What follows belongs to an exercise in optimizing a design on an open flow for small area, a short achievable clock period and few clock cycles per item; a production flow would make more cautious choices. Function was checked by simulation only, so behaviour that the tests miss may differ from the original. No activity file was given, so power comes from the tool's default toggle rates.

File: flow/design.v
package ghash_pkg;
    localparam int BLOCK_W    = 128;               
    localparam int WORD_W     = 32;                
    localparam int ADDR_W     = 8;                 
    localparam int DIGIT_W    = 16;                
    typedef logic [BLOCK_W-1:0]    block_t;
    typedef logic [WORD_W-1:0]     word_t;
    typedef logic [ADDR_W-1:0]     apb_addr_t;
    typedef logic [DIGIT_W-1:0]    digit_t;
    localparam block_t   GF_POLY_R = {8'hE1, 120'd0};  
    localparam apb_addr_t REG_H0     = 8'h00;      
    localparam apb_addr_t REG_H1     = 8'h04;
    localparam apb_addr_t REG_H2     = 8'h08;
    localparam apb_addr_t REG_H3     = 8'h0C;
    localparam apb_addr_t REG_D0     = 8'h10;      
    localparam apb_addr_t REG_D1     = 8'h14;
    localparam apb_addr_t REG_D2     = 8'h18;
    localparam apb_addr_t REG_D3     = 8'h1C;      
    localparam apb_addr_t REG_CTRL   = 8'h20;
    localparam apb_addr_t REG_STATUS = 8'h24;
    localparam apb_addr_t REG_TAG0   = 8'h30;      
    localparam apb_addr_t REG_TAG1   = 8'h34;
    localparam apb_addr_t REG_TAG2   = 8'h38;
    localparam apb_addr_t REG_TAG3   = 8'h3C;
    localparam int CTRL_CLEAR_BIT  = 0;            
    localparam int STAT_BUSY_BIT   = 1;            
    localparam int STAT_VALID_BIT  = 2;            
endpackage
`timescale 1ns/1ps
import ghash_pkg::*;
module ghash_top
(
    input  logic      clk,
    input  logic      i_rst,
    input  logic      i_psel,
    input  logic      i_penable,
    input  logic      i_pwrite,
    input  ghash_pkg::apb_addr_t i_paddr,
    input  ghash_pkg::word_t     i_pwdata,
    output ghash_pkg::word_t     o_prdata,
    output logic      o_pready,
    output logic      o_pslverr
);
    localparam int W_H0 = 0, W_H1 = 1, W_H2 = 2, W_H3 = 3;
    localparam int W_D0 = 4, W_D1 = 5, W_D2 = 6, W_D3 = 7;
    localparam int W_CLR = 8, W_N = 9;
    ghash_pkg::block_t h_q;                       
    ghash_pkg::word_t  d0_q, d1_q, d2_q;          
    ghash_pkg::block_t y_q;                       
    ghash_pkg::block_t acc_q;                     
    ghash_pkg::word_t  op_q;                      
    logic [1:0]        cnt_q;                     
    logic [1:0]        p_q;                       
    logic              first_q;                   
    logic              fin_q;                     
    logic              pend_q;                    
    logic              any_q;                     
    logic [W_N-1:0]    wsel_q;                    
    ghash_pkg::word_t  prdata_q;
    logic              rdy_q;
    logic              err_q;
    ghash_pkg::block_t acc_n;
    ghash_pkg::word_t  op_n;
    logic [1:0]        cnt_n;
    logic [1:0]        p_n;
    logic              first_n;
    logic              fin_n;
    logic              op_ld;
    logic              step;                      
    logic              finish;                    
    logic              d3_done;
    logic              d3_wait;
    logic              clr;
    logic              rdy_n;
    logic              free;                      
    ghash_pkg::word_t  d_sel;
    ghash_pkg::word_t  y_sel;
    ghash_pkg::block_t hp_q;                      
    logic              yfix_q;                    
    logic              yfix_n;
    logic [15:0]       ymask_q;                   
    logic [15:0]       ymask_n;
    logic [15:0]       dig;                       
    ghash_pkg::word_t  y_w0, y_w1, y_w2, y_w3;
    logic              setup;
    logic [W_N-1:0]    wsel_n;
    logic              mapped;
    ghash_pkg::word_t  rd_n;
    function automatic logic [127:0] gf_mulx(input logic [127:0] v);
        gf_mulx = v[0] ? ((v >> 1) ^ GF_POLY_R) : (v >> 1);
    endfunction
    function automatic logic [127:0] gf_mulx_inv(input logic [127:0] w);
        logic [127:0] t;
        t = w[127] ? (w ^ GF_POLY_R) : w;
        gf_mulx_inv = {t[126:0], w[127]};
    endfunction
    function automatic logic [127:0] gf_mulx112(input logic [127:0] v);
        logic [127:0] t;
        t = v;
        for (int i = 0; i < 112; i++)
            t = gf_mulx(t);
        gf_mulx112 = t;
    endfunction
    function automatic logic [127:0] gf_mulx_inv16(input logic [127:0] v);
        logic [127:0] t;
        t = v;
        for (int i = 0; i < 16; i++)
            t = gf_mulx_inv(t);
        gf_mulx_inv16 = t;
    endfunction
    function automatic logic [127:0] gf_digit_mul(input logic [15:0] d, input logic [127:0] v);
        logic [127:0] z;
        logic [127:0] t;
        z = '0;
        t = v;
        for (int j = 0; j < 16; j++)
        begin
            z = z ^ (t & {128{d[15-j]}});
            t = gf_mulx(t);
        end
        gf_digit_mul = z;
    endfunction
    assign setup = i_psel && !i_penable;
    always_ff @(posedge clk)
        hp_q <= gf_mulx112(h_q);
    assign y_w0 = y_q[127:96];
    assign y_w1 = y_q[95:64];
    assign y_w2 = y_q[63:32];
    assign y_w3 = y_q[31:0];
    always_comb
    begin
        mapped = 1'b0;
        rd_n   = '0;
        case (i_paddr)
            REG_H0:     begin mapped = 1'b1; rd_n = h_q[127:96]; end
            REG_H1:     begin mapped = 1'b1; rd_n = h_q[95:64];  end
            REG_H2:     begin mapped = 1'b1; rd_n = h_q[63:32];  end
            REG_H3:     begin mapped = 1'b1; rd_n = h_q[31:0];   end
            REG_D0:     begin mapped = 1'b1; rd_n = d0_q;      end
            REG_D1:     begin mapped = 1'b1; rd_n = d1_q;      end
            REG_D2:     begin mapped = 1'b1; rd_n = d2_q;      end
            REG_D3:     mapped = 1'b1;
            REG_CTRL:   mapped = 1'b1;
            REG_STATUS:
            begin
                mapped = 1'b1;
                rd_n[STAT_VALID_BIT] = any_q && !pend_q;
                rd_n[STAT_BUSY_BIT]  = pend_q;
            end
            REG_TAG0:   begin mapped = 1'b1; rd_n = y_w0; end
            REG_TAG1:   begin mapped = 1'b1; rd_n = y_w1; end
            REG_TAG2:   begin mapped = 1'b1; rd_n = y_w2; end
            REG_TAG3:   begin mapped = 1'b1; rd_n = y_w3; end
            default:    ;
        endcase
    end
    always_comb
    begin
        wsel_n = '0;
        if (i_pwrite)
        begin
            case (i_paddr)
                REG_H0:   wsel_n[W_H0] = 1'b1;
                REG_H1:   wsel_n[W_H1] = 1'b1;
                REG_H2:   wsel_n[W_H2] = 1'b1;
                REG_H3:   wsel_n[W_H3] = 1'b1;
                REG_D0:   wsel_n[W_D0] = 1'b1;
                REG_D1:   wsel_n[W_D1] = 1'b1;
                REG_D2:   wsel_n[W_D2] = 1'b1;
                REG_D3:   wsel_n[W_D3] = 1'b1;
                REG_CTRL: wsel_n[W_CLR] = i_pwdata[CTRL_CLEAR_BIT];
                default:  ;
            endcase
        end
    end
    always_ff @(posedge clk)
    begin
        prdata_q <= rd_n;
        err_q    <= !mapped;
    end
    always_ff @(posedge clk)
    begin
        if (i_rst)
        begin
            wsel_q <= '0;
            rdy_q  <= 1'b1;
        end
        else if (setup)
        begin
            wsel_q <= wsel_n;
            rdy_q  <= !wsel_n[W_D3] || rdy_n;
        end
        else if (d3_wait)
            rdy_q  <= rdy_n;                      
        else
        begin
            wsel_q <= '0;                         
            rdy_q  <= 1'b1;
        end
    end
    assign o_prdata  = prdata_q;
    assign o_pready  = rdy_q;
    assign o_pslverr = err_q;
    assign d3_done = wsel_q[W_D3] && rdy_q;
    assign d3_wait = wsel_q[W_D3] && !rdy_q;
    assign clr     = wsel_q[W_CLR];
    assign step    = (cnt_q != 2'd0);
    assign finish  = fin_q && (cnt_q == 2'd1);
    assign dig     = op_q[31:16] ^ ymask_q;
    always_comb
    begin
        case (p_q)
            2'd0:    begin d_sel = d0_q; y_sel = y_w0; end
            2'd1:    begin d_sel = d1_q; y_sel = y_w1; end
            default: begin d_sel = d2_q; y_sel = y_w2; end
        endcase
    end
    always_comb
    begin
        acc_n = gf_digit_mul(dig, hp_q);
        if (!first_q)
            acc_n = acc_n ^ gf_mulx_inv16(acc_q);
    end
    always_comb
    begin
        free    = (cnt_q == 2'd0) || (cnt_q == 2'd1 && !fin_q);
        op_ld   = 1'b0;
        op_n    = {op_q[15:0] ^ (yfix_q ? y_q[111:96] : 16'h0), 16'h0};
        yfix_n  = 1'b0;
        ymask_n = '0;
        cnt_n   = step ? cnt_q - 2'd1 : cnt_q;
        first_n = step ? 1'b0 : first_q;
        fin_n   = finish ? 1'b0 : fin_q;
        p_n     = p_q;
        if (clr)
        begin
            cnt_n = '0;
            p_n   = '0;
            fin_n = 1'b0;
        end
        else if (wsel_q[W_H0] || wsel_q[W_H1] || wsel_q[W_H2] || wsel_q[W_H3])
            p_n   = '0;                           
        else if (wsel_q[W_D0])
        begin
            op_ld   = 1'b1;
            op_n    = i_pwdata;
            yfix_n  = 1'b1;
            ymask_n = finish ? acc_n[127:112] : y_q[127:112];
            first_n = 1'b1;
            p_n     = 2'd1;
        end
        else if (wsel_q[W_D1] || wsel_q[W_D2])
        begin
            if (wsel_q[W_D1] ? (p_q == 2'd1) : (p_q == 2'd2))
            begin
                op_ld = 1'b1;
                op_n  = i_pwdata ^ (wsel_q[W_D1] ? y_w1 : y_w2);
                p_n   = p_q + 2'd1;
            end
            else if (wsel_q[W_D1] ? (p_q > 2'd1) : (p_q > 2'd2))
                p_n   = '0;                       
        end
        else if (d3_done)
        begin
            op_ld = 1'b1;
            op_n  = i_pwdata ^ y_w3;
            fin_n = 1'b1;
            p_n   = '0;
        end
        else if (d3_wait && p_q != 2'd3 && free)
        begin
            op_ld = 1'b1;
            op_n  = d_sel ^ y_sel;
            if (p_q == 2'd0)
                first_n = 1'b1;
            p_n   = p_q + 2'd1;
        end
        if (op_ld)
            cnt_n = 2'd2;
        rdy_n = (p_n == 2'd3) && ((cnt_n == 2'd0) || (cnt_n == 2'd1 && !fin_n));
    end
    always_ff @(posedge clk)
    begin
        if (wsel_q[W_H0]) h_q[127:96] <= i_pwdata;
        if (wsel_q[W_H1]) h_q[95:64]  <= i_pwdata;
        if (wsel_q[W_H2]) h_q[63:32]  <= i_pwdata;
        if (wsel_q[W_H3]) h_q[31:0]   <= i_pwdata;
        if (wsel_q[W_D0]) d0_q        <= i_pwdata;
        if (wsel_q[W_D1]) d1_q        <= i_pwdata;
        if (wsel_q[W_D2]) d2_q        <= i_pwdata;
    end
    always_ff @(posedge clk)
    begin
        op_q   <= op_n;                          
        yfix_q  <= yfix_n;
        ymask_q <= ymask_n;
        if (step)
            acc_q <= acc_n;
    end
    always_ff @(posedge clk)
    begin
        if (finish && !i_rst)
            y_q <= acc_n;
        else if (i_rst || clr)
            y_q <= '0;
    end
    always_ff @(posedge clk)
    begin
        if (i_rst)
        begin
            cnt_q   <= '0;
            p_q     <= '0;
            first_q <= 1'b0;
            fin_q   <= 1'b0;
            pend_q  <= 1'b0;
            any_q   <= 1'b0;
        end
        else
        begin
            cnt_q   <= cnt_n;
            p_q     <= p_n;
            first_q <= first_n;
            fin_q   <= fin_n;
            if (clr)
            begin
                pend_q <= 1'b0;
                any_q  <= 1'b0;
            end
            else
            begin
                if (finish)
                    pend_q <= 1'b0;
                if (d3_done)
                begin
                    pend_q <= 1'b1;
                    any_q  <= 1'b1;
                end
            end
        end
    end
endmodule
File: flow/run.sh
#!/bin/bash
# synth_recipe.tcl (not shown) runs the flow's synth.tcl, then flattens the netlist and writes it again
# the make line also repeats each setting of config.mk as NAME=value (left out here)
make -C /OpenROAD-flow-scripts/flow DESIGN_CONFIG=/design/flow/config.mk WORK_HOME=/design/flow/orfs CLKGATE_MAP_FILE= SYNTH_SCRIPT=/design/flow/synth_recipe.tcl finish
File: flow/config.mk
export PLATFORM = sky130hd
export DESIGN_NAME = ghash_top
export DESIGN_NICKNAME = ghash_top
export VERILOG_FILES = /design/flow/design.v
export SDC_FILE = /design/flow/constraint.sdc
export NUM_CORES = 4
export LEC_CHECK = 0
export CAP_MARGIN = 20
export CORE_MARGIN = 5
export CORE_UTILIZATION = 45
export SETUP_SLACK_MARGIN = 4.0
export SLEW_MARGIN = 20
File: flow/constraint.sdc
create_clock -name core_clock -period 7.0 [get_ports {clk}]
set_input_delay 1.4000 -clock core_clock [delete_from_list [all_inputs] [get_ports {clk}]]
set_output_delay 1.4000 -clock core_clock [all_outputs]
set_load 0.01 [all_outputs]
==> results of run 1 <==
-- final timing paths --
kind	startpoint	endpoint	slack (ns)	depth (start not counted)
hold reg to reg	h_q[119]$_DFFE_PP_	hp_q[7]$_DFF_P_	0.41	0
setup reg to reg	op_q[28]$_DFF_P_	y_q[14]$_SDFFCE_PN0P_	4.01	10
hold / removal	h_q[119]$_DFFE_PP_	hp_q[7]$_DFF_P_	0.41	0
setup / recovery	i_paddr[4]	prdata_q[28]$_DFF_P_	3.97	7
-- cell usage in the layout (no fill, tap or decap), types with 8 or more instances in the layout --
cell type / instances
xnor3_1: 26
clkbuf_16: 90
a221oi_1: 35
buf_12: 33
clkinv_2: 8
buf_16: 14
mux2_2: 33
a22oi_1: 147
mux2i_1: 39
clkinv_1: 15
and2_1: 124
xor2_4: 21
buf_4: 133
xnor2_2: 81
nor2b_1: 99
nor2_1: 217
clkbuf_1: 11
nand2_1: 1996
o22ai_1: 28
dfxtp_2: 18
inv_1: 15
a21oi_1: 114
buf_6: 14
xnor2_1: 1770
clkinv_4: 8
dlygate4sd2_1: 25
a211oi_1: 15
a22o_1: 69
xor2_1: 626
nand2b_1: 11
o32ai_1: 16
nand3_1: 37
clkdlybuf4s50_1: 49
edfxtp_1: 480
o21ai_0: 70
nor3_1: 11
dfxtp_1: 206
-- power breakdown --
| part | switching (mW) | internal [mW] | total, mW |
|---|---|---|---|
| combinational | 0.214 | 0.115 | 0.328 |
| sequential | 0.0735 | 4.48 | 4.55 |
| clock | 1.95 | 2.48 | 4.44 |
| total | 2.24 | 7.08 | 9.32 |
-- flip-flops by register name (all words and copies together) (netlist names), 2 cells and up --
signal / flops
y_q: 128
hp_q: 128
h_q: 128
cnt_q: 2
p_q: 2
ymask_q: 16
d0_q: 32
wsel_q: 9
d1_q: 32
d2_q: 32
prdata_q: 32
acc_q: 128
op_q: 32
-- synth_stat cells, types with 16 or more instances --
library cell	n
a21oi_1	115
a221oi_1	35
a22o_1	69
a22oi_1	153
and2_1	123
buf_1	69
clkbuf_1	518
dfxtp_1	228
edfxtp_1	480
inv_1	16
mux2_2	34
mux2i_1	40
nand2_1	1999
nand3_1	38
nor2_1	228
nor2b_1	99
o21ai_0	74
o22ai_1	28
o32ai_1	16
xnor2_1	1852
xnor3_1	32
xor2_1	649
-- cell families (layout without fill, tap and decap cells) --
family | Yosys count | after routing | share of synthesized area
AOI/OAI and AO/OA | 521 | 522 | 0.0608
adders and majority gates | 4 | 4 | 0.000852
muxes | 74 | 74 | 0.0133
other | 0 | 3 | 0
DFF | 708 | 708 | 0.323
buffers and inverters | 615 | 455 | 0.0396
and+or+nand+nor | 2536 | 2538 | 0.174
xor gates and xnor gates | 2541 | 2541 | 0.388
-- layer usage --
layer,global-route usage,share of wire,up-vias
li1,-,-,21700
met1,0.469,0.37,24400
met2,0.528,0.42,3629
met3,0.0909,0.13,773
met4,0.221,0.077,4
met5,0,0.00010,-
-- what timing repair did --
item	CTS	global route
gates cloned	11	5
gates resized for setup	153	81
setup endpoints to repair	423	228
buffers inserted	46	28
pin swaps	22	17
hold endpoints to repair	0	0
-- per-stage QoR --
stage	area, um^2	utilization	std cells	worst slack (ns)	power, mW
2_1_floorplan	58800	-	6999	4.01	4.73
3_3_place_gp	61000	0.470	8341	2.59	4.94
3_5_place_dp	61000	0.470	8341	2.51	4.94
4_1_cts	65200	0.503	8551	3.88	9.28
5_1_grt	65900	0.509	8584	3.93	9.48
6_report	66000	0.509	8587	3.97	9.32
-- cell type report --
cell class              count  share of cell area
diodes                      3            0.000114
multi-input cells        5679               0.587
flip-flops and latches    708               0.288
clock inverters            50             0.00681
well taps                1742              0.0330
inverters                  17             0.00102
clock buffers             103              0.0345
repair buffers            285              0.0490
==> results.yml, run 1 <==
run_status:
  status: "no timing/DRC/antenna violations"
synthesis:
  syn_area_per_cell_um2: 8.39
  ys_seq_area_frac: 0.323
  synth_fp_nets: 7048
  async_flop_share: 0
  synth_edf_count: 480
  yosys.area.top_type: "xnor2_1"
  synth_cell_types: 55
  ys_ff_latch: 708
  syn_inst: 6999
  synth_area_leaders: "xnor2_1 28%, edfxtp_1 25%, nand2_1 13%"
  synth_area_um2: 58700
  netlist.area_leader.share: 0.276
  synth_flop_cell: "edfxtp_1"
  yosysWarnings: 1
sta:
  finalCriticalPeriod_ns: 3.03
  holdWs_ns: 0.412
  slew_violations: 0
  fin_crit_sh: 0.433
  worstMarginPinSlew_ns: 1.18
  timing.fmax_mhz: 330
  finalSetupViolCount: 0
  hold_viol: 0
  rsz0062_at_grt: "yes"
  setup_tns_ns: 0
  slew_headroom: 0.214
  fin_skew_ns: 0.0350
floorplanning:
  design.die.area_um2: 138000
  die_h_um: 371
  design.portCount: 79
  start_util: 0.453
  die_width_um: 371
  core_um2: 130000
  num_rows: 132
routing:
  wl_per_cell_um: 30.0
  drt_iter0_drc: 7524
  drt-pass1-iter-count: 6
  ant_nets: 0
  route.detailed.drc: 0
  vias_per_cell: 5.88
  vias: 50500
  routed_wl_um: 257000
cts:
  clkSinkCount: 708
  insertion_delay_ns: 0.68
  cts_tree: "built"
  clk_pin_slew_ns: 0.06
  h-tree-depth: 3
  holdBufCountCts: 0
  cts_buffer_depth: 3
  cts_buffers: 82
  cts-root-buf: "clkbuf_16"
worst_setup_path:
  max_stage_delay_ns: 0.65
  cp_cell_sequence: "clkdlybuf4s50_1 > or3_1 > nor2_4 > nand2_2 > o22ai_1 > a221oi_1 > nand3_1"
  start_kind: "input port"
  crit_arrival_ns: 3.55
  required_ns: 7.52
  worstSetupPathType: "in -> reg"
  critPathCaptureType: "register"
  cpMaxStageDelayCell: "clkdlybuf4s50_1"
  crit_buf_inv: 1
  cp_top_family: "simple AND/OR/NAND/NOR gates"
  cp_max_fo: 15
power:
  ir_drop_uv: 179
  p_leak_nw: 19.7
  powerDensity_nw_per_um2: 141
global_route:
  antenna_found_initial: 17
  grt_overflow: 0
  grt_max_degree: 83
  track_usage: 0.358
  grt_pass1_vias: 46900
  grt_pass1_wl_um: 357000
place:
  place.gp.congestion: 1.01
  dp_hpwl_um: 160000
  io_buffer_count: 78
final_layout:
  multi_input_area_um2: 38700
  drive_gt1_frac: 0.0807
  regArea_um2: 19000
  fillers: 12000
  nets: 6822
  area_growth_pct: 12.3
min_path:
  hold_path_class: "reg -> reg"
flow_run:
  maxCapViolations: 0
Testbench counts, summed over its fixed seeds: cycles 15,872, blocks 1,592.
==> run 2, diff against run 1 <==
--- a/flow/design.v
+++ b/flow/design.v
@@ -53,6 +53,7 @@
     logic [1:0]        p_q;                       
     logic              first_q;                   
     logic              fin_q;                     
+    logic              done_q;                    
     logic              pend_q;                    
     logic              any_q;                     
     logic [W_N-1:0]    wsel_q;                    
@@ -219,13 +220,13 @@
     begin
         acc_n = gf_digit_mul(dig, hp_q);
         if (!first_q)
-            acc_n = acc_n ^ gf_mulx_inv16(acc_q);
+            acc_n = acc_n ^ (step ? gf_mulx_inv16(acc_q) : acc_q);
     end
     always_comb
     begin
-        free    = (cnt_q == 2'd0) || (cnt_q == 2'd1 && !fin_q);
+        free    = ((cnt_q == 2'd0) || (cnt_q == 2'd1 && !fin_q)) && !done_q;
         op_ld   = 1'b0;
-        op_n    = {op_q[15:0] ^ (yfix_q ? y_q[111:96] : 16'h0), 16'h0};
+        op_n    = {op_q[15:0] ^ (yfix_q ? (done_q ? acc_q[111:96] : y_q[111:96]) : 16'h0), 16'h0};
         yfix_n  = 1'b0;
         ymask_n = '0;
         cnt_n   = step ? cnt_q - 2'd1 : cnt_q;
@@ -245,7 +246,7 @@
             op_ld   = 1'b1;
             op_n    = i_pwdata;
             yfix_n  = 1'b1;
-            ymask_n = finish ? acc_n[127:112] : y_q[127:112];
+            ymask_n = finish ? acc_n[127:112] : (done_q ? acc_q[127:112] : y_q[127:112]);
             first_n = 1'b1;
             p_n     = 2'd1;
         end
@@ -294,15 +295,14 @@
         op_q   <= op_n;                          
         yfix_q  <= yfix_n;
         ymask_q <= ymask_n;
-        if (step)
-            acc_q <= acc_n;
+        acc_q   <= acc_n;
     end
     always_ff @(posedge clk)
     begin
-        if (finish && !i_rst)
-            y_q <= acc_n;
-        else if (i_rst || clr)
+        if (i_rst || clr)
             y_q <= '0;
+        else if (done_q)
+            y_q <= acc_q;
     end
     always_ff @(posedge clk)
     begin
@@ -312,6 +312,7 @@
             p_q     <= '0;
             first_q <= 1'b0;
             fin_q   <= 1'b0;
+            done_q  <= 1'b0;
             pend_q  <= 1'b0;
             any_q   <= 1'b0;
         end
@@ -321,6 +322,7 @@
             p_q     <= p_n;
             first_q <= first_n;
             fin_q   <= fin_n;
+            done_q  <= finish && !clr;
             if (clr)
             begin
                 pend_q <= 1'b0;
==> run 2 against run 1 <==
Compared with the run above:
- worst hold slack lost 0.0049 ns
- die area shrank 0.27%
- synthesized cell count grew 5.0%
- sequential cell count rose by 1
- critical endpoint is now ymask_q[0]$_SDFF_PP0_
- critical path depth rose by 1
- design area decreased by 2.0%
- clock-buffer cell count grew 5
- via count increased by 4.5%
- total power increased by 51%
- final cell count is 3.4% higher
- first-iteration DRC count increased by 8.9%
- fmax up 0.51%
==> results.yml, run 2 <==
worst_setup_path:
  reg2reg_depth: 8
  worstSetupPathType: "reg -> reg"
  crit_start: "cnt_q[1]$_SDFF_PP0_"
  required_ns: 7.56
  crit_arrival_ns: 3.58
  regToRegSetupSlack_ns: 3.98
  cp_max_fo: 8
  timing.rr.start: "cnt_q[1]$_SDFF_PP0_"
  critPathCaptureType: "register"
  start_kind: "register"
  timing.rr.end: "ymask_q[0]$_SDFF_PP0_"
sta:
  fin_crit_sh: 0.431
  slew_headroom: 0.278
  fin_skew_ns: 0.0409
  timing.fmax_mhz: 332
  rsz0062_at_grt: "yes"
  setup_ws_ns: 3.98
  finalSetupViolCount: 0
  finalCriticalPeriod_ns: 3.02
  slew_violations: 0
  worstMarginPinSlew_ns: 1.08
  hold_viol: 0
  setup_tns_ns: 0
cts:
  cts_buffer_depth: 3
  h-tree-depth: 3
  insertion_delay_ns: 0.70
  cts_buffers: 83
  cts_tree: "built"
  holdBufCountCts: 0
  clkSinkCount: 709
  clk_pin_slew_ns: 0.06
  cts-root-buf: "clkbuf_16"
synthesis:
  async_flop_share: 0
  syn_inst: 7350
  synth_fp_nets: 7399
  ys_ff_latch: 709
  ys_seq_area_frac: 0.281
  synth_flop_cell: "dfxtp_1"
  synth_common_cells: "2201 x nand2_1, 1838 x xnor2_1, 627 x xor2_1, 485 x dfxtp_1, 437 x clkbuf_1"
  synth_cell_types: 68
  synth.most_common_cell: "nand2_1"
  syn_area_per_cell_um2: 7.97
  synth_area_um2: 58600
  yosysWarnings: 1
  netlist.area_leader.share: 0.275
  yosys.area.top_type: "xnor2_1"
  synth_area_leaders: "xnor2_1 27%, dfxtp_1 17%, nand2_1 14%"
  synth_edf_count: 224
routing:
  route.detailed.drc: 0
  drt_iter0_drc: 8190
  routed-wl-met3_um: 35600
  drt-pass1-iter-count: 9
  ant_nets: 0
  wl_met1_um: 103000
  route.met2.wl_um: 106000
  routed_wl_um: 265000
  vias: 52800
  wl_per_cell_um: 29.8
  dr.max_layer_used: "met5"
  vias_per_cell: 5.94
final_layout:
  layout_common_cells: "2200 x nand2_1, 1836 x xnor2_1, 606 x xor2_1"
  nets: 7106
  stdcell_area_um2: 64600
  final_common_cell: "nand2_1"
  multi_input_area_um2: 40200
  final_util: 0.499
  drive_gt1_frac: 0.0665
  fillers: 12400
  regArea_um2: 16500
  area_growth_pct: 10.3
min_path:
  hold_path_class: "reg -> reg"
  whs_path_depth: 0
  min_to: "hp_q[6]$_DFF_P_"
  min_from: "h_q[118]$_DFFE_PP_"
global_route:
  grt_pass1_wl_um: 366000
  grt_pass1_vias: 47700
  grt_overflow: 0
  track_usage: 0.364
  grt_max_degree: 120
  antenna_found_initial: 16
place:
  io_buffer_count: 78
  dpl_worst_slack_ns: 2.62
  dp_hpwl_um: 167000
  dpl_cell_area_um2: 60400
  place.gp.congestion: 0.983
floorplanning:
  die_width_um: 371
  num_rows: 132
  die_h_um: 371
  design.die.area_um2: 137000
  design.portCount: 79
  core_um2: 129000
  start_util: 0.452
run_status:
  status: "no timing/DRC/antenna violations"
power:
  p_leak_nw: 19.5
  powerDensity_nw_per_um2: 217
  ir_drop_uv: 254
flow_run:
  maxCapViolations: 0
-- run 2: per-stage QoR --
stage	hold slack [ns]	std cells	total power, mW
after floorplan	0.343	7350	7.72
after global placement	0.396	8637	9.12
after detailed placement	0.390	8637	9.13
after CTS	0.403	8838	13.9
after global routing	0.410	8869	14.4
final	0.408	8877	14.0
-- run 2: logic make-up after synthesis --
family          synth area share
compound gates            0.0674
buf+inv                   0.0433
flops                      0.281
mux                       0.0442
simple gates               0.175
fa+ha+maj               0.000854
xor+xnor                   0.389
-- run 2: cell type report --
type,instances,area share
well taps,1742,0.0337
inverters,7,0.000407
flip-flops and latches,709,0.255
repair buffers,249,0.0414
clock buffers,108,0.0368
diodes,8,0.000310
clock inverters,47,0.00955
multi-input cells,6007,0.623
-- run 2: critical path, stage by stage, from the launching register on --
cell	delay [ns]
dfxtp_1	0.49
or3b_2	0.55
a21oi_2	0.30
xor3_1	0.48
xor2_1	0.19
xnor3_1	0.28
xnor2_2	0.30
nor2_1	0.09
a211oi_1	0.22
-- run 2: worst max path at each step --
stage / end / slack, ns / cells after the start
floorplan: prdata_q[6]$_DFF_P_ / 4.00 / 9
global placement: prdata_q[28]$_DFF_P_ / 2.61 / 9
detailed placement: prdata_q[28]$_DFF_P_ / 2.62 / 7
CTS: prdata_q[28]$_DFF_P_ / 3.98 / 8
global route: ymask_q[7]$_SDFF_PP0_ / 3.89 / 8
finish: ymask_q[0]$_SDFF_PP0_ / 3.98 / 8
-- run 2: repair_timing --
item	CTS	global route
endpoints found under the setup margin	196	131
setup buffers	37	24
resized for setup	78	55
pin swaps	11	14
cloned	9	7
-- run 2: power breakdown --
part / internal (mW) / switching [mW] / total (mW)
Combinational: 1.75 / 1.69 / 3.43
Clock: 2.80 / 2.01 / 4.81
Sequential: 4.64 / 1.14 / 5.79
-- run 2: metal layers --
metal,global-route usage,up-vias
met1,0.497,25600
met4,0.209,16
li1,-,22600
met3,0.100,803
met5,0,-
met2,0.514,3783
Testbench counts of run 2, summed over its fixed seeds: cycles 15,872, blocks 1,592.
==> run 3, diff against run 2 <==
--- a/flow/config.mk
+++ b/flow/config.mk
@@ -8,5 +8,5 @@
 export CAP_MARGIN = 20
 export CORE_MARGIN = 5
 export CORE_UTILIZATION = 45
-export SETUP_SLACK_MARGIN = 4.0
+export SETUP_SLACK_MARGIN = 4.5
 export SLEW_MARGIN = 20
==> run 3 against run 2 <==
Compared with the run above:
- final cell count increased by 2.5%
- fmax increased by 14%
- routed wire length increased by 12%
- total power increased by 2.9%
- critical path type unchanged
- critical endpoint is now ymask_q[13]$_SDFF_PP0_
- largest cell class unchanged
- highest routed layer unchanged
==> results.yml, run 3 <==
run_status:
  status: "no timing/DRC/antenna violations"
synthesis:
  syn_inst: 7350
  synth_edf_count: 224
  synth_simple_gate_area_frac: 0.175
  synth_compound_area_frac: 0.0674
  yosys.area.top_type: "xnor2_1"
  synth_flop_cell: "dfxtp_1"
  ys_seq_area_frac: 0.281
  synth_area_um2: 58600
  netlist.area_leader.share: 0.275
  synth_top_family_by_area: "XOR/XNOR gates"
  synth_fp_nets: 7399
  synth_area_leaders: "xnor2_1 27%, dfxtp_1 17%, nand2_1 14%"
  async_flop_share: 0
  synthMuxAreaShare: 0.0442
  synth.most_common_cell: "nand2_1"
  yosysWarnings: 1
  syn_area_per_cell_um2: 7.97
  synth_cell_types: 68
  synth_common_cells: "2201 x nand2_1, 1838 x xnor2_1, 627 x xor2_1, 485 x dfxtp_1, 437 x clkbuf_1"
  synth_xor_area_frac: 0.389
  synthAdderAreaFrac: 0.000854
  ys_ff_latch: 709
global_route:
  track_usage: 0.402
  grt_pass1_vias: 50300
  grt_max_degree: 134
  grt_overflow: 0
  grt_pass1_wl_um: 397000
  antenna_found_initial: 23
sta:
  worstMarginPinSlew_ns: 1.10
  hold_viol: 0
  fin_crit_sh: 0.379
  setup_ws_ns: 4.35
  slew_violations: 0
  holdWs_ns: 0.422
  setup_tns_ns: 0
  finalCriticalPeriod_ns: 2.65
  finalSetupViolCount: 0
  rsz0062_at_grt: "yes"
  slew_headroom: 0.269
  fin_skew_ns: 0.0291
  timing.fmax_mhz: 377
worst_setup_path:
  critPathCaptureType: "register"
  regToRegSetupSlack_ns: 4.35
  reg2reg_depth: 11
  timing.rr.start: "hp_q[5]$_DFF_P_"
  required_ns: 7.55
  worstSetupPathType: "reg -> reg"
  timing.rr.end: "ymask_q[13]$_SDFF_PP0_"
  start_kind: "register"
  crit_arrival_ns: 3.20
  cp_max_fo: 7
cts:
  cts_buffers: 82
  holdBufCountCts: 0
  cts_buffer_depth: 3
  h-tree-depth: 3
  insertion_delay_ns: 0.70
  cts-root-buf: "clkbuf_16"
  clk_pin_slew_ns: 0.06
  cts_tree: "built"
  clkSinkCount: 709
power:
  powerDensity_nw_per_um2: 210
  finalPower_mw: 14.4
  p_leak_nw: 21.3
  ir_drop_uv: 427
min_path:
  hold_path_class: "reg -> reg"
  min_to: "hp_q[5]$_DFF_P_"
  whs_path_depth: 0
  min_from: "h_q[117]$_DFFE_PP_"
final_layout:
  fillers: 11800
  layout_common_cells: "2197 x nand2_1, 1804 x xnor2_1, 598 x xor2_1"
  multi_input_area_um2: 41000
  final_common_cell: "nand2_1"
  drive_gt1_frac: 0.124
  regArea_um2: 16600
  area_growth_pct: 17.4
  nets: 7320
place:
  io_buffer_count: 78
  dpl_worst_slack_ns: 2.62
  place.gp.congestion: 1.01
  dp_hpwl_um: 169000
routing:
  drt_iter0_drc: 9181
  vias: 55600
  routed_wl_um: 296000
  drt-pass1-iter-count: 9
  route.detailed.drc: 0
  vias_per_cell: 6.11
  ant_nets: 0
  wl_per_cell_um: 32.5
floorplanning:
  start_util: 0.452
  core_um2: 129000
  design.die.area_um2: 137000
  die_width_um: 371
  num_rows: 132
  design.portCount: 79
  die_h_um: 371
flow_run:
  maxCapViolations: 0
==> run 3: cell counts after synthesis <==
Identical to the previous run, type by type.
==> run 3: kinds of logic after synthesis <==
logic type,count (synthesis)
buffers and inverters,640
xor gates and xnor gates,2517
muxes,217
and+or+nand+nor,2670
DFF,709
adders and majority gates,4
AOI/OAI and AO/OA,593
==> run 3: layout make-up <==
class / count / area share
multi-input cells: 6007 / 0.597
flip-flops and latches: 709 / 0.242
repair buffers: 464 / 0.0874
clock buffers: 116 / 0.0339
well taps: 1742 / 0.0317
clock inverters: 37 / 0.00753
diodes: 20 / 0.000728
inverters: 7 / 0.000437
==> run 3: metal layers <==
layer	wire length, um	GRT usage	vias up
met5	214	0	-
met4	28500	0.282	16
met3	46400	0.141	1232
met2	114000	0.554	4666
met1	107000	0.521	26700
li1	-	-	23100
==> run 3: through the flow <==
step	cells	utilization	cell area, um^2
after floorplan	7350	-	58800
after global placement	8649	0.467	60400
after detailed placement	8649	0.467	60500
after CTS	9001	0.519	67200
after global routing	9084	0.531	68700
final	9102	0.531	68800
==> run 3: worst max-delay path by stage <==
| stage | startpoint | end | cells past startpoint |
|---|---|---|---|
| 6_report | hp_q[5]$_DFF_P_ | ymask_q[13]$_SDFF_PP0_ | 11 |
| 5_1_grt | hp_q[5]$_DFF_P_ | ymask_q[13]$_SDFF_PP0_ | 11 |
| 4_1_cts | prdata_q[21]$_DFF_P_ | o_prdata[21] | 1 |
| 3_5_place_dp | i_paddr[6] | prdata_q[2]$_DFF_P_ | 7 |
| 3_3_place_gp | i_paddr[6] | prdata_q[2]$_DFF_P_ | 7 |
| 2_1_floorplan | i_paddr[6] | prdata_q[6]$_DFF_P_ | 9 |
==> run 3: what timing repair did <==
| action | in CTS | in global routing |
|---|---|---|
| cloned | 38 | 17 |
| pin swaps | 109 | 75 |
| setup buffers | 161 | 64 |
| endpoints found under the setup margin | 388 | 319 |
| resized for setup | 549 | 165 |
==> run 3: power breakdown <==
part | switching [mW] | internal, mW | total [mW] | leakage, nW
clock network | 2.01 | 2.65 | 4.67 | 1.39
logic | 1.96 | 2.08 | 4.05 | 13.9
registers | 1.09 | 4.64 | 5.73 | 6.06
==> run 3: critical path: stages, from the launching register on <==
cell and delay [ns]:
dfxtp_2 0.34, buf_12 0.12, xnor3_2 0.47, buf_4 0.18, buf_4 0.14, nor2_2 0.10, xnor2_1 0.14, xnor2_1 0.11
xnor2_1 0.23, xnor3_1 0.47, nor2_1 0.15, a211oi_2 0.05
==> run 4, diff against run 3 <==
--- a/flow/config.mk
+++ b/flow/config.mk
@@ -7,6 +7,6 @@
 export LEC_CHECK = 0
 export CAP_MARGIN = 20
 export CORE_MARGIN = 5
-export CORE_UTILIZATION = 45
+export CORE_UTILIZATION = 48
 export SETUP_SLACK_MARGIN = 4.5
 export SLEW_MARGIN = 20
==> run 4 against run 3 <==
Compared with the run above:
- still clean
- total power down 1.0%
- first-iteration DRC count is 11% higher
- combinational power decreased by 2%
- clock skew increased by 0.012 ns
- critical path type unchanged
- largest cell class unchanged
- highest routed layer unchanged
==> results.yml, run 4 <==
power:
  clkPwrFrac: 0.316
  finalPower_mw: 14.3
  swShare: 0.349
  pwr-share-seq: 0.407
  powerDensity_nw_per_um2: 208
  switchingPower_mw: 4.99
  power_frac_comb: 0.278
  p_int_mw: 9.30
  ir_drop_uv: 379
  p_leak_nw: 21.4
routing:
  route.detailed.drc: 0
  drt-pass1-iter-count: 9
  drt_iter0_drc: 10200
  vias: 56400
  wl_per_cell_um: 33.0
  ant_nets: 0
  vias_per_cell: 6.29
  routed_wl_um: 296000
synthesis:
  synth_edf_count: 224
  synth_fp_nets: 7399
  syn_area_per_cell_um2: 7.97
  synth.most_common_cell: "nand2_1"
  async_flop_share: 0
  synth_flop_cell: "dfxtp_1"
  synth_area_um2: 58600
  ys_ff_latch: 709
  synth_cell_types: 68
  synth_common_cells: "2201 x nand2_1, 1838 x xnor2_1, 627 x xor2_1, 485 x dfxtp_1, 437 x clkbuf_1"
  netlist.area_leader.share: 0.275
  syn_inst: 7350
  yosysWarnings: 1
  yosys.area.top_type: "xnor2_1"
  ys_seq_area_frac: 0.281
  synth_area_leaders: "xnor2_1 27%, dfxtp_1 17%, nand2_1 14%"
floorplanning:
  core_um2: 122000
  num_rows: 128
  design.portCount: 79
  start_util: 0.482
  die_width_um: 359
  design.die.area_um2: 129000
  die_h_um: 359
min_path:
  whs_path_depth: 0
  hold_path_class: "reg -> reg"
global_route:
  grt_pass1_vias: 50200
  antenna_found_initial: 25
  grt_overflow: 0
  grt_pass1_wl_um: 395000
  track_usage: 0.420
  grt_max_degree: 68
sta:
  finalSetupViolCount: 0
  setup_ws_ns: 4.30
  fin_crit_sh: 0.386
  setup_tns_ns: 0
  slew_violations: 0
  fin_skew_ns: 0.0413
  timing.fmax_mhz: 370
  worstMarginPinSlew_ns: 1.04
  rsz0062_at_grt: "yes"
  finalCriticalPeriod_ns: 2.70
  slew_headroom: 0.302
  hold_viol: 0
cts:
  cts_buffer_depth: 3
  clk_pin_slew_ns: 0.06
  h-tree-depth: 3
  insertion_delay_ns: 0.69
  cts_tree: "built"
  clkSinkCount: 709
  cts_buffers: 81
  cts-root-buf: "clkbuf_16"
worst_setup_path:
  crit_top_cell: "xnor2_1"
  start_kind: "register"
  reg2reg_depth: 9
  cpMaxStageDelayCell: "xor3_2"
  crit_arrival_ns: 3.26
  required_ns: 7.56
  critPathCaptureType: "register"
  cp_max_fo: 5
  cp_cell_sequence: "xor3_2 > xnor2_4 > xnor2_2 > xnor3_1 > a211oi_2 > xnor2_1 > xnor2_1 > buf_4 > o21a_1"
  worstSetupPathType: "reg -> reg"
  max_stage_delay_ns: 0.52
final_layout:
  fillers: 10700
  area_growth_pct: 17.0
  nets: 7320
  final_common_cell: "nand2_1"
  layout_common_cells: "2199 x nand2_1, 1807 x xnor2_1, 601 x xor2_1"
  drive_gt1_frac: 0.124
place:
  dpl_worst_slack_ns: 2.28
  place.gp.congestion: 1.04
  io_buffer_count: 78
  dp_hpwl_um: 162000
run_status:
  status: "no timing/DRC/antenna violations"
flow_run:
  maxCapViolations: 0
-- run 4: cell counts after synthesis --
No cell type changed its count.
-- run 4: worst max-delay path, delay by kind of cell, from the launching register on --
kind | cells | cell delay (ns)
xor gates and xnor gates | 6 | 1.54
DFF | 1 | 0.40
buffers and inverters | 1 | 0.15
AOI/OAI and AO/OA | 2 | 0.50
-- run 4: final cells by class --
type / instances / area (um^2) / area share
sequential: 709 / 16700 / 0.243
timing repair buffer: 461 / 6030 / 0.0880
antenna: 10 / 25.0 / 0.000365
clock inverter: 44 / 488 / 0.00712
inverter: 7 / 32.5 / 0.000475
tap: 1625 / 2030 / 0.0297
clock buffer: 101 / 2260 / 0.0329
multi-input combinational: 6011 / 41000 / 0.599
-- run 4: logic make-up (layout without fill, tap and decap cells) --
family                     Yosys count  count (layout)  share of synthesized area
xor gates and xnor gates          2517            2518                      0.389
buffers and inverters              640             613                     0.0433
muxes                              217             217                     0.0442
DFF                                709             709                      0.281
and+or+nand+nor                   2670            2679                      0.175
other                                0              10                          0
adders and majority gates            4               4                   0.000854
AOI/OAI and AO/OA                  593             593                     0.0674
-- run 4: repair_timing --
item                                    4_1_cts  5_1_grt
endpoints found under the hold margin         0        0
hold buffers                                  0        0
endpoints found under the setup margin      380      222
setup buffers                               146       80
gates resized for setup                     519      170
cloned                                       51       23
pin swaps                                    69      102
-- run 4: metrics by stage --
step / hold slack, ns / util / instance area [um^2] / cells
finish: 0.465 / 0.564 / 68600 / 8968
global route: 0.442 / 0.564 / 68500 / 8958
CTS: 0.435 / 0.549 / 66800 / 8855
detailed placement: 0.424 / 0.495 / 60200 / 8513
global placement: 0.429 / 0.495 / 60200 / 8513
floorplan: 0.343 / - / 58800 / 7350
-- run 4: power groups by stage --
stage,registers [mW],clock network (mW),logic (mW)
2_1_floorplan,4.95,0,2.77
3_5_place_dp,5.75,0,3.26
5_1_grt,5.72,4.65,4.16
4_1_cts,5.66,4.47,3.55
3_3_place_gp,5.76,0,3.23
6_report,5.81,4.51,3.97
-- run 4: path summary, 6_finish.rpt --
kind         slack, ns          startpoint                      to
max               4.30  acc_q[119]$_DFF_P_  ymask_q[14]$_SDFF_PP0_
min               0.46  h_q[115]$_DFFE_PP_         hp_q[3]$_DFF_P_
max reg2reg       4.30  acc_q[119]$_DFF_P_  ymask_q[14]$_SDFF_PP0_
min reg2reg       0.46  h_q[115]$_DFFE_PP_         hp_q[3]$_DFF_P_
-- run 4: metal layers --
metal  up-vias  share of wire  GRT usage
met5         -        0.00032          0
met4        12           0.10      0.309
met3      1439           0.17      0.168
met2      5244           0.38      0.574
met1     26600           0.35      0.530
li1      23100              -          -
==> run 5, diff against run 4 <==
--- a/flow/config.mk
+++ b/flow/config.mk
@@ -7,6 +7,6 @@
 export LEC_CHECK = 0
 export CAP_MARGIN = 20
 export CORE_MARGIN = 5
-export CORE_UTILIZATION = 48
-export SETUP_SLACK_MARGIN = 4.5
+export CORE_UTILIZATION = 52
+export SETUP_SLACK_MARGIN = 4.4
 export SLEW_MARGIN = 20
==> run 5 against run 4 <==
Compared with the run above:
- clock skew is 0.017 ns higher
- first-iteration DRC count is 10% lower
- synthesized cell count is the same
- design area down 2.1%
- critical path depth decreased by 1
==> results.yml, run 5 <==
synthesis:
  synth_area_um2: 58600
  synth_fp_nets: 7399
  ys_ff_latch: 709
  syn_area_per_cell_um2: 7.97
  ys_seq_area_frac: 0.281
  yosys.area.top_type: "xnor2_1"
  yosysWarnings: 1
  synth_edf_count: 224
  netlist.area_leader.share: 0.275
  synth_flop_cell: "dfxtp_1"
  synth_common_cells: "2201 x nand2_1, 1838 x xnor2_1, 627 x xor2_1, 485 x dfxtp_1, 437 x clkbuf_1"
  synth.most_common_cell: "nand2_1"
  async_flop_share: 0
  synth_area_leaders: "xnor2_1 27%, dfxtp_1 17%, nand2_1 14%"
  syn_inst: 7350
  synth_cell_types: 68
global_route:
  track_usage: 0.451
  grt_max_degree: 103
  grt.busiest_layer: "met2"
  grt_use_met2: 0.623
  grt_overflow: 0
  grt_pass1_wl_um: 392000
  grt_pass1_vias: 49800
  grtUsageMet3: 0.184
  grt_use_met1: 0.563
  antenna_found_initial: 18
worst_setup_path:
  path_depth: 8
  cp_max_fo: 7
  crit_buf_inv: 0
  timing.rr.start: "hp_q[1]$_DFF_P_"
  crit_end: "ymask_q[9]$_SDFF_PP0_"
  reg2reg_depth: 8
  required_ns: 7.59
  start_kind: "register"
  crit_start: "hp_q[1]$_DFF_P_"
  cpMaxStageDelayCell: "xnor3_2"
  timing.rr.end: "ymask_q[9]$_SDFF_PP0_"
  cp_top_family: "XOR/XNOR gates"
  regToRegSetupSlack_ns: 4.30
  critPathCaptureType: "register"
  max_stage_delay_ns: 0.58
  crit_arrival_ns: 3.30
  worstSetupPathType: "reg -> reg"
  cp_cell_sequence: "xnor3_2 > nor2_2 > xnor3_1 > xnor3_1 > xnor3_2 > xnor2_2 > nor2_2 > a211oi_2"
power:
  p_leak_nw: 20.8
  powerDensity_nw_per_um2: 217
  ir_drop_uv: 489
cts:
  cts_tree: "built"
  cts_buffer_depth: 3
  insertion_delay_ns: 0.71
  cts_buffers: 84
  h-tree-depth: 3
  clkSinkCount: 709
  clk_pin_slew_ns: 0.06
  holdBufCountCts: 0
  cts-root-buf: "clkbuf_16"
sta:
  finalCriticalPeriod_ns: 2.70
  holdWs_ns: 0.444
  slew_headroom: 0.276
  slew_violations: 0
  worstMarginPinSlew_ns: 1.08
  hold_viol: 0
  rsz0062_at_grt: "yes"
  fin_crit_sh: 0.386
  timing.fmax_mhz: 370
  setup_tns_ns: 0
  finalSetupViolCount: 0
  fin_skew_ns: 0.0580
routing:
  vias_per_cell: 6.31
  drt_iter0_drc: 9182
  route.detailed.drc: 0
  ant_nets: 0
  wl_per_cell_um: 33.0
  vias: 55500
  drt-pass1-iter-count: 8
  routed_wl_um: 290000
place:
  dp_hpwl_um: 161000
  io_buffer_count: 78
  place.gp.congestion: 1.06
final_layout:
  final_common_cell: "nand2_1"
  area_growth_pct: 14.6
  nets: 7248
  drive_gt1_frac: 0.108
  layout_common_cells: "2197 x nand2_1, 1814 x xnor2_1, 602 x xor2_1"
min_path:
  hold_path_class: "reg -> reg"
floorplanning:
  design.portCount: 79
  design.die.area_um2: 119000
  die_h_um: 346
  die_width_um: 346
  num_rows: 123
  core_um2: 112000
  start_util: 0.522
run_status:
  status: "no timing/DRC/antenna violations"
flow_run:
  maxCapViolations: 0
## run 5: repair_timing
action                     CTS  global route
pin swaps                   57            52
cloned                      41            10
setup buffers              112            59
gates resized for setup    425           133
setup endpoints to repair  347           174
## run 5: kinds of logic (layout without fill, tap and decap cells)
kind of cell / after synthesis / count (layout) / share of synthesized area
buffers and inverters: 640 / 553 / 0.0433
adders and majority gates: 4 / 4 / 0.000854
muxes: 217 / 217 / 0.0442
DFF: 709 / 709 / 0.281
AOI/OAI and AO/OA: 593 / 594 / 0.0674
xor gates and xnor gates: 2517 / 2517 / 0.389
and+or+nand+nor: 2670 / 2677 / 0.175
other: 0 / 14 / 0
## run 5: how the worst min path moves through the flow
stage / from / slack (ns) / cells past startpoint / endpoint
6_report: h_q[118]$_DFFE_PP_ / 0.44 / 0 / hp_q[6]$_DFF_P_
3_5_place_dp: h_q[118]$_DFFE_PP_ / 0.42 / 0 / hp_q[6]$_DFF_P_
3_3_place_gp: h_q[118]$_DFFE_PP_ / 0.42 / 0 / hp_q[6]$_DFF_P_
4_1_cts: h_q[118]$_DFFE_PP_ / 0.44 / 0 / hp_q[6]$_DFF_P_
2_1_floorplan: h_q[112]$_DFFE_PP_ / 0.34 / 0 / hp_q[0]$_DFF_P_
5_1_grt: h_q[118]$_DFFE_PP_ / 0.45 / 0 / hp_q[6]$_DFF_P_
## run 5: cell type report
type / count / area (um^2)
inverters: 7 / 33.8
repair buffers: 388 / 4860
well taps: 1500 / 1880
flip-flops and latches: 709 / 16600
diodes: 14 / 35.0
clock buffers: 117 / 2340
multi-input cells: 6009 / 40800
fillers: 9770 / 45000
clock inverters: 41 / 552
## run 5: per-layer routing
layer	vias up	wire (um)
met5	-	205
met4	7	29900
met3	1289	46900
met2	4737	112000
met1	26500	101000
li1	22900	-
## run 5: where the power goes
group / switching [mW] / internal (mW)
Combinational: 1.90 / 2.19
Sequential: 1.17 / 4.65
Clock: 2.01 / 2.66
Total: 5.08 / 9.50
## run 5: stage by stage
step / instance area, um^2 / utilization / total power, mW / instances / setup WS (ns)
6_report: 67100 / 0.599 / 14.6 / 8785 / 4.30
3_5_place_dp: 60100 / 0.536 / 9.03 / 8390 / 2.39
2_1_floorplan: 58800 / - / 7.72 / 7350 / 4.06
5_1_grt: 67100 / 0.598 / 14.8 / 8772 / 4.26
3_3_place_gp: 60100 / 0.536 / 9.01 / 8390 / 2.48
4_1_cts: 66100 / 0.589 / 13.8 / 8701 / 4.24
==> run 6, diff against run 5 <==
--- a/flow/config.mk
+++ b/flow/config.mk
@@ -7,6 +7,6 @@
 export LEC_CHECK = 0
 export CAP_MARGIN = 20
 export CORE_MARGIN = 5
-export CORE_UTILIZATION = 52
+export CORE_UTILIZATION = 40
 export SETUP_SLACK_MARGIN = 4.4
 export SLEW_MARGIN = 20
==> run 6 against run 5 <==
Compared with the run above:
- largest cell class unchanged
- worst hold slack lost 0.024 ns
- clock-buffer cell count is 7 lower
- fmax shrank 0.44%
- critical endpoint is now ymask_q[11]$_SDFF_PP0_
- clock skew is 0.027 ns lower
- first-iteration DRC count is 3.1% lower
- non-clock buffer count is 7 higher
- sequential share of layout area shrank 0.27 points
- largest power group unchanged
- core utilization is 13 points lower
==> results.yml, run 6 <==
worst_setup_path:
  start_kind: "register"
  cp_max_fo: 7
  critPathCaptureType: "register"
  regToRegSetupSlack_ns: 4.29
  worstSetupPathType: "reg -> reg"
  crit_arrival_ns: 3.25
  required_ns: 7.54
sta:
  setup_tns_ns: 0
  setup_ws_ns: 4.29
  slew_headroom: 0.245
  timing.fmax_mhz: 369
  holdWs_ns: 0.421
  slew_violations: 0
  finalSetupViolCount: 0
  rsz0062_at_grt: "yes"
  worstMarginPinSlew_ns: 1.13
  fin_skew_ns: 0.0312
  finalCriticalPeriod_ns: 2.71
  fin_crit_sh: 0.388
  hold_viol: 0
global_route:
  grtUsageMet3: 0.111
  grt_pass1_wl_um: 390000
  grt_max_degree: 111
  antenna_found_initial: 15
  track_usage: 0.351
  grt_use_met2: 0.500
  grt_use_met1: 0.458
  grt_overflow: 0
  grt_pass1_vias: 49600
  grt.busiest_layer: "met2"
power:
  ir_drop_uv: 383
  p_int_mw: 9.18
  clkPwrFrac: 0.315
  finalPower_mw: 14.1
  switchingPower_mw: 4.93
  powerDensity_nw_per_um2: 208
  power_frac_comb: 0.278
  p_leak_nw: 20.9
  pwr-share-seq: 0.407
  swShare: 0.349
cts:
  holdBufCountCts: 0
  clk_pin_slew_ns: 0.06
  cts-root-buf: "clkbuf_16"
  h-tree-depth: 3
  insertion_delay_ns: 0.68
  cts_buffer_depth: 3
  clkSinkCount: 709
  cts_buffers: 80
  cts_tree: "built"
place:
  placed_cells: 8810
  place.gp.congestion: 0.996
  dpl_cell_area_um2: 60600
  dp_hpwl_um: 168000
  io_buffer_count: 78
  dpl_worst_slack_ns: 2.42
synthesis:
  ys_seq_area_frac: 0.281
  synth_fp_nets: 7399
  yosys.area.top_type: "xnor2_1"
  synth_cell_types: 68
  synth_xor_area_frac: 0.389
  netlist.area_leader.share: 0.275
  synth_common_cells: "2201 x nand2_1, 1838 x xnor2_1, 627 x xor2_1, 485 x dfxtp_1, 437 x clkbuf_1"
  synthMuxAreaShare: 0.0442
  synthAdderAreaFrac: 0.000854
  synth_compound_area_frac: 0.0674
  synth_area_um2: 58600
  synth_flop_cell: "dfxtp_1"
  synth_area_leaders: "xnor2_1 27%, dfxtp_1 17%, nand2_1 14%"
  syn_area_per_cell_um2: 7.97
  async_flop_share: 0
  synth_top_family_by_area: "XOR/XNOR gates"
  synth_simple_gate_area_frac: 0.175
  synth.most_common_cell: "nand2_1"
  ys_ff_latch: 709
  yosysWarnings: 1
  synth_edf_count: 224
  syn_inst: 7350
floorplanning:
  die_h_um: 393
  core_um2: 146000
  design.portCount: 79
  num_rows: 140
  start_util: 0.402
  die_width_um: 393
  design.die.area_um2: 154000
final_layout:
  fillers: 13800
  nets: 7251
  layout_common_cells: "2197 x nand2_1, 1797 x xnor2_1, 597 x xor2_1"
  regArea_um2: 16600
  area_growth_pct: 15.8
  stdcell_area_um2: 67800
  final_common_cell: "nand2_1"
  fin_cells: 9196
  final_util: 0.466
  multi_input_area_um2: 41100
  drive_gt1_frac: 0.112
routing:
  vias: 55100
  ant_nets: 0
  drt_iter0_drc: 8896
  route.detailed.drc: 0
  wl_per_cell_um: 31.4
  vias_per_cell: 5.99
  drt-pass1-iter-count: 7
  routed_wl_um: 288000
min_path:
  hold_path_class: "reg -> reg"
run_status:
  status: "no timing/DRC/antenna violations"
flow_run:
  maxCapViolations: 0
==> run 6: changes by cell type in the layout (fill, tap and decap cells not counted), sizes merged, moves of 2 or more <==
cell           change
inv                +4
bufinv             -4
clkdlybuf4s50      +3
clkinv             -3
bufbuf             -5
xor2               +2
buf                +5
diode              -4
dlymetal6s2s       -2
==> run 6: path summary, 6_finish.rpt <==
path / startpoint / end / depth (start not counted)
setup reg to reg: hp_q[4]$_DFF_P_ / ymask_q[11]$_SDFF_PP0_ / 11
setup / recovery: hp_q[4]$_DFF_P_ / ymask_q[11]$_SDFF_PP0_ / 11
hold / removal: h_q[118]$_DFFE_PP_ / hp_q[6]$_DFF_P_ / 0
hold reg to reg: h_q[118]$_DFFE_PP_ / hp_q[6]$_DFF_P_ / 0
==> run 6: power groups by stage <==
stage | Sequential, mW | Clock [mW] | Combinational (mW)
after floorplan | 4.94 | 0 | 2.77
after global placement | 5.74 | 0 | 3.30
after detailed placement | 5.72 | 0 | 3.34
after CTS | 5.64 | 4.42 | 3.62
after global routing | 5.69 | 4.59 | 4.14
final | 5.74 | 4.44 | 3.92
==> run 6: logic make-up (layout without fill, tap and decap cells) <==
group	count (synthesis)	after routing
muxes	217	217
adders and majority gates	4	4
other	0	10
buffers and inverters	640	551
xor gates and xnor gates	2517	2519
and+or+nand+nor	2670	2676
AOI/OAI and AO/OA	593	593
DFF	709	709
==> run 6: per-layer routing <==
layer	vias to the layer above	routed length (um)
met5	-	54
met4	8	24500
met3	1038	43800
met2	4503	115000
met1	26600	106000
li1	22900	-
==> run 6: worst max-delay path: stages (launching register included) <==
cell	delay, ns
dfxtp_2	0.34
buf_12	0.13
xnor3_2	0.55
buf_12	0.18
buf_4	0.13
nor2_4	0.09
xor2_2	0.17
xnor2_2	0.15
xnor2_2	0.13
xnor2_2	0.33
xnor2_2	0.13
o211a_1	0.24
==> run 6: area by class of cell <==
cell class / instances / share of cell area
timing repair buffer: 395 / 0.0732
sequential: 709 / 0.245
inverter: 7 / 0.000443
antenna: 10 / 0.000369
tap: 1917 / 0.0354
clock inverter: 39 / 0.00579
clock buffer: 110 / 0.0342
multi-input combinational: 6009 / 0.606
==> run 6: timing repair <==
action / 4_1_cts / 5_1_grt
endpoints found under the setup margin: 347 / 177
gates cloned: 32 / 21
resized for setup: 423 / 168
setup buffers: 102 / 72
pin swaps: 46 / 75
==> run 7, diff against run 6 <==
--- a/flow/config.mk
+++ b/flow/config.mk
@@ -7,6 +7,6 @@
 export LEC_CHECK = 0
 export CAP_MARGIN = 20
 export CORE_MARGIN = 5
-export CORE_UTILIZATION = 40
+export CORE_UTILIZATION = 45
 export SETUP_SLACK_MARGIN = 4.4
 export SLEW_MARGIN = 20
==> run 7 against run 6 <==
Compared with the run above:
- register-to-register slack improved by 0.03 ns
- clock power increased by 4.7%
- design area decreased by 0.74%
- highest routed layer unchanged
==> results.yml, run 7 <==
flow_run:
  maxCapViolations: 0
synthesis:
  async_flop_share: 0
  ys_ff_latch: 709
  synth_area_leaders: "xnor2_1 27%, dfxtp_1 17%, nand2_1 14%"
  synth_area_um2: 58600
  ys_seq_area_frac: 0.281
  yosys.area.top_type: "xnor2_1"
  syn_area_per_cell_um2: 7.97
  syn_inst: 7350
  synth_cell_types: 68
  netlist.area_leader.share: 0.275
  synth_common_cells: "2201 x nand2_1, 1838 x xnor2_1, 627 x xor2_1, 485 x dfxtp_1, 437 x clkbuf_1"
  synth_fp_nets: 7399
  yosysWarnings: 1
  synth_edf_count: 224
  synth_flop_cell: "dfxtp_1"
  synth.most_common_cell: "nand2_1"
power:
  switchingPower_mw: 4.89
  ir_drop_uv: 338
  pwr-share-seq: 0.403
  power_frac_comb: 0.271
  clkPwrFrac: 0.326
  swShare: 0.343
  p_int_mw: 9.37
  p_leak_nw: 20.7
  powerDensity_nw_per_um2: 212
run_status:
  status: "no timing/DRC/antenna violations"
place:
  place.gp.congestion: 1.01
  io_buffer_count: 78
  dp_hpwl_um: 164000
  dpl_cell_area_um2: 60400
worst_setup_path:
  start_kind: "register"
  required_ns: 7.57
  cp_max_fo: 5
  critPathCaptureType: "register"
  crit_arrival_ns: 3.25
  worstSetupPathType: "reg -> reg"
global_route:
  track_usage: 0.392
  antenna_found_initial: 19
  grt_pass1_wl_um: 388000
  grt_overflow: 0
  grt_max_degree: 113
  grt_pass1_vias: 49500
floorplanning:
  core_um2: 129000
  design.die.area_um2: 137000
  design.portCount: 79
  num_rows: 132
  die_h_um: 371
  start_util: 0.452
  die_width_um: 371
routing:
  wl_per_cell_um: 32.0
  ant_nets: 0
  vias: 55200
  drt-pass1-iter-count: 9
  route.met2.wl_um: 112000
  routed_wl_um: 289000
  drt_iter0_drc: 9372
  vias_per_cell: 6.11
  route.detailed.drc: 0
  wl_met1_um: 105000
  dr.max_layer_used: "met5"
  routed-wl-met3_um: 44400
final_layout:
  area_growth_pct: 14.9
  layout_common_cells: "2197 x nand2_1, 1812 x xnor2_1, 599 x xor2_1"
  nets: 7254
  fillers: 12000
  final_common_cell: "nand2_1"
  drive_gt1_frac: 0.110
  stdcell_area_um2: 67300
  final_util: 0.520
sta:
  holdWs_ns: 0.444
  timing.fmax_mhz: 372
  worstMarginPinSlew_ns: 1.07
  rsz0062_at_grt: "yes"
  hold_viol: 0
  slew_headroom: 0.288
  finalSetupViolCount: 0
  finalCriticalPeriod_ns: 2.69
  setup_tns_ns: 0
  slew_violations: 0
  fin_skew_ns: 0.0379
  fin_crit_sh: 0.384
cts:
  cts-root-buf: "clkbuf_16"
  clk_pin_slew_ns: 0.06
  h-tree-depth: 3
  cts_buffer_depth: 3
  cts_tree: "built"
  insertion_delay_ns: 0.69
  clkSinkCount: 709
  cts_buffers: 81
min_path:
  hold_path_class: "reg -> reg"
run 7: cell counts after synthesis:
No cell type changed its count.
run 7: critical path, cell delays in order, from the launching register on:
cell and delay, ns:
dfxtp_1 0.48, xnor3_1 0.56, xor2_1 0.37, xnor3_1 0.40, xor2_1 0.14, nand2_1 0.07, a21oi_1 0.21, xnor2_1 0.14
o21a_1 0.22
run 7: through the flow:
step	setup slack (ns)	power [mW]	std cells
floorplan	4.06	7.72	7350
global placement	2.74	9.03	8637
detailed placement	2.68	9.04	8637
CTS	4.30	13.9	8937
global route	4.26	14.5	9016
finish	4.31	14.3	9025
run 7: logic make-up (layout without fill, tap and decap cells):
group / after synthesis / count (layout) / share of synthesized area
mux: 217 / 217 / 0.0442
buf+inv: 640 / 550 / 0.0433
compound gates: 593 / 594 / 0.0674
fa+ha+maj: 4 / 4 / 0.000854
flops: 709 / 709 / 0.281
other cells: 0 / 12 / 0
simple gates: 2670 / 2678 / 0.175
xor+xnor: 2517 / 2519 / 0.389
run 7: power groups by stage:
stage	logic (mW)	clock network, mW	registers, mW
after detailed placement	3.31	0	5.73
final	3.86	4.65	5.75
after global placement	3.29	0	5.74
after global routing	4.05	4.80	5.68
after CTS	3.64	4.63	5.63
after floorplan	2.77	0	4.94
run 7: worst paths after layout:
check / from / endpoint / slack, ns / depth (start not counted)
setup / recovery: acc_q[122]$_DFF_P_ / ymask_q[15]$_SDFF_PP0_ / 4.31 / 8
hold / removal: h_q[117]$_DFFE_PP_ / hp_q[5]$_DFF_P_ / 0.44 / 0
setup reg to reg: acc_q[122]$_DFF_P_ / ymask_q[15]$_SDFF_PP0_ / 4.31 / 8
hold reg to reg: h_q[117]$_DFFE_PP_ / hp_q[5]$_DFF_P_ / 0.44 / 0
run 7: layout make-up:
type / instances / area (um^2) / area share
Antenna cell: 12 / 30.0 / 0.000446
Clock buffer: 111 / 2360 / 0.0350
Clock inverter: 38 / 489 / 0.00727
Inverter: 7 / 30.0 / 0.000446
Multi-Input combinational cell: 6012 / 40900 / 0.607
Sequential cell: 709 / 16600 / 0.247
Tap cell: 1742 / 2180 / 0.0324
Timing Repair Buffer: 394 / 4750 / 0.0706
run 7: repair_timing:
action / CTS / global route
hold buffers: 0 / 0
buffers inserted: 114 / 58
pin swaps: 57 / 71
setup endpoints to repair: 387 / 163
gates cloned: 37 / 18
resized for setup: 416 / 144
run 7: metal layers:
| metal | vias to the layer above | GRT usage |
|---|---|---|
| li1 | 22900 | - |
| met1 | 26300 | 0.509 |
| met2 | 4752 | 0.544 |
| met3 | 1140 | 0.129 |
| met4 | 8 | 0.273 |
| met5 | - | 0.00142 |
==> run 8, diff against run 7 <==
--- a/flow/config.mk
+++ b/flow/config.mk
@@ -8,5 +8,5 @@
 export CAP_MARGIN = 20
 export CORE_MARGIN = 5
 export CORE_UTILIZATION = 45
-export SETUP_SLACK_MARGIN = 4.4
+export SETUP_SLACK_MARGIN = 4.45
 export SLEW_MARGIN = 20
==> run 8 against run 7 <==
Compared with the run above:
- still clean on timing, DRC and antenna
- routed wire length shrank 0.46%
- die area is the same
- clock power shrank 2%
- first-iteration DRC count shrank 6.7%
- synthesized area is the same
- synthesized cell count is the same
- sequential share of layout area shrank 0.22 points
- final cell count grew 0.42%
- critical path depth grew 1
- via count shrank 0.45%
==> results.yml, run 8 <==
sta:
  setup_ws_ns: 4.33
  fin_skew_ns: 0.0392
  rsz0062_at_grt: "yes"
  setup_tns_ns: 0
  fin_crit_sh: 0.382
  finalSetupViolCount: 0
  timing.fmax_mhz: 374
  worstMarginPinSlew_ns: 1.19
  slew_violations: 0
  holdWs_ns: 0.445
  hold_viol: 0
  finalCriticalPeriod_ns: 2.67
  slew_headroom: 0.209
place:
  dpl_worst_slack_ns: 2.32
  dpl_cell_area_um2: 60400
  place.gp.congestion: 1.02
  dp_hpwl_um: 166000
  placed_cells: 8639
  io_buffer_count: 78
synthesis:
  synth_compound_area_frac: 0.0674
  async_flop_share: 0
  yosys.area.top_type: "xnor2_1"
  synth_area_leaders: "xnor2_1 27%, dfxtp_1 17%, nand2_1 14%"
  synth_cell_types: 68
  syn_inst: 7350
  synthAdderAreaFrac: 0.000854
  synth_xor_area_frac: 0.389
  synth.most_common_cell: "nand2_1"
  synth_top_family_by_area: "XOR/XNOR gates"
  ys_seq_area_frac: 0.281
  netlist.area_leader.share: 0.275
  syn_area_per_cell_um2: 7.97
  synth_fp_nets: 7399
  synth_flop_cell: "dfxtp_1"
  ys_ff_latch: 709
  synth_area_um2: 58600
  synth_common_cells: "2201 x nand2_1, 1838 x xnor2_1, 627 x xor2_1, 485 x dfxtp_1, 437 x clkbuf_1"
  synth_simple_gate_area_frac: 0.175
  yosysWarnings: 1
  synthMuxAreaShare: 0.0442
  synth_edf_count: 224
worst_setup_path:
  cp_cell_sequence: "buf_12 > xnor3_2 > nor2_1 > xnor3_1 > xnor3_2 > xnor3_2 > xnor2_2 > nor2_1 > a211oi_2"
  critPathCaptureType: "register"
  worstSetupPathType: "reg -> reg"
  cp_max_fo: 3
  crit_top_cell: "xnor3_2"
  required_ns: 7.56
  crit_arrival_ns: 3.23
  max_stage_delay_ns: 0.46
  start_kind: "register"
  cpMaxStageDelayCell: "xnor3_2"
routing:
  drt_iter0_drc: 8740
  ant_nets: 0
  routed_wl_um: 287000
  route.detailed.drc: 0
  wl_per_cell_um: 31.7
  vias_per_cell: 6.06
  drt-pass1-iter-count: 9
  vias: 54900
cts:
  cts_buffers: 81
  h-tree-depth: 3
  cts_buffer_depth: 3
  cts_tree: "built"
  clkSinkCount: 709
  insertion_delay_ns: 0.71
  clk_pin_slew_ns: 0.07
  cts-root-buf: "clkbuf_16"
global_route:
  grt_pass1_vias: 49500
  grt_pass1_wl_um: 389000
  track_usage: 0.393
  antenna_found_initial: 20
  grt_overflow: 0
  grt_max_degree: 103
power:
  p_leak_nw: 21.1
  ir_drop_uv: 306
  powerDensity_nw_per_um2: 209
  finalPower_mw: 14.2
floorplanning:
  design.die.area_um2: 137000
  core_um2: 129000
  die_width_um: 371
  num_rows: 132
  die_h_um: 371
  start_util: 0.452
  design.portCount: 79
final_layout:
  final_util: 0.526
  layout_common_cells: "2198 x nand2_1, 1809 x xnor2_1, 601 x xor2_1"
  nets: 7292
  fin_cells: 9063
  final_common_cell: "nand2_1"
  area_growth_pct: 16.2
  drive_gt1_frac: 0.120
  stdcell_area_um2: 68100
flow_run:
  maxCapViolations: 0
run_status:
  status: "no timing/DRC/antenna violations"
min_path:
  hold_path_class: "reg -> reg"
[run 8: power breakdown]
group / leakage, nW / total [mW] / switching [mW] / internal (mW)
Clock: 1.36 / 4.54 / 2.03 / 2.51
Sequential: 6.06 / 5.74 / 1.10 / 4.64
Combinational: 13.7 / 3.92 / 1.90 / 2.02
Total: 21.1 / 14.2 / 5.03 / 9.17
[run 8: layout make-up]
cell class	instances	area, um^2
well taps	1742	2180
diodes	12	30.0
repair buffers	434	5390
flip-flops and latches	709	16600
fillers	11900	61400
inverters	7	35.0
multi-input cells	6010	41000
clock buffers	106	2290
clock inverters	43	502
[run 8: timing repair]
item / CTS / global route
setup endpoints to repair: 388 / 203
hold buffers: 0 / 0
resized for setup: 512 / 161
gates cloned: 36 / 17
pin swaps: 76 / 78
buffers inserted: 139 / 71
[run 8: per-layer routing]
layer	vias to the layer above	track usage	wire length [um]
li1	23000	-	-
met1	26400	0.517	107000
met2	4498	0.545	113000
met3	993	0.124	41900
met4	16	0.268	25100
met5	-	0	138
[run 8: worst max-delay path: cells and delay by family (launching register included)]
kind / cells / cell delay [ns]
xor+xnor: 5 / 1.76
simple gates: 2 / 0.26
compound gates: 1 / 0.05
buf+inv: 1 / 0.11
flops: 1 / 0.34
[run 8: logic make-up after synthesis]
family / after synthesis
AND/OR/NAND/NOR: 2670
XOR/XNOR: 2517
flip-flops: 709
buffers and inverters: 640
AO/OA/AOI/OAI: 593
multiplexers: 217
adder cells (fa/ha/maj): 4
[run 8: final timing paths]
check | start | end | slack [ns] | cells after the start
setup / recovery | hp_q[7]$_DFF_P_ | ymask_q[9]$_SDFF_PP0_ | 4.33 | 9
hold / removal | h_q[117]$_DFFE_PP_ | hp_q[5]$_DFF_P_ | 0.44 | 0
setup reg to reg | hp_q[7]$_DFF_P_ | ymask_q[9]$_SDFF_PP0_ | 4.33 | 9
hold reg to reg | h_q[117]$_DFFE_PP_ | hp_q[5]$_DFF_P_ | 0.44 | 0

Check on run 8: ideal ports give 4.329 ns setup slack; a clkbuf_16 on the clock port and buf_2 on the inputs give 4.303 ns; moving port delays by the midpoint clock arrival (0.758 ns) as well gives 3.722 ns.
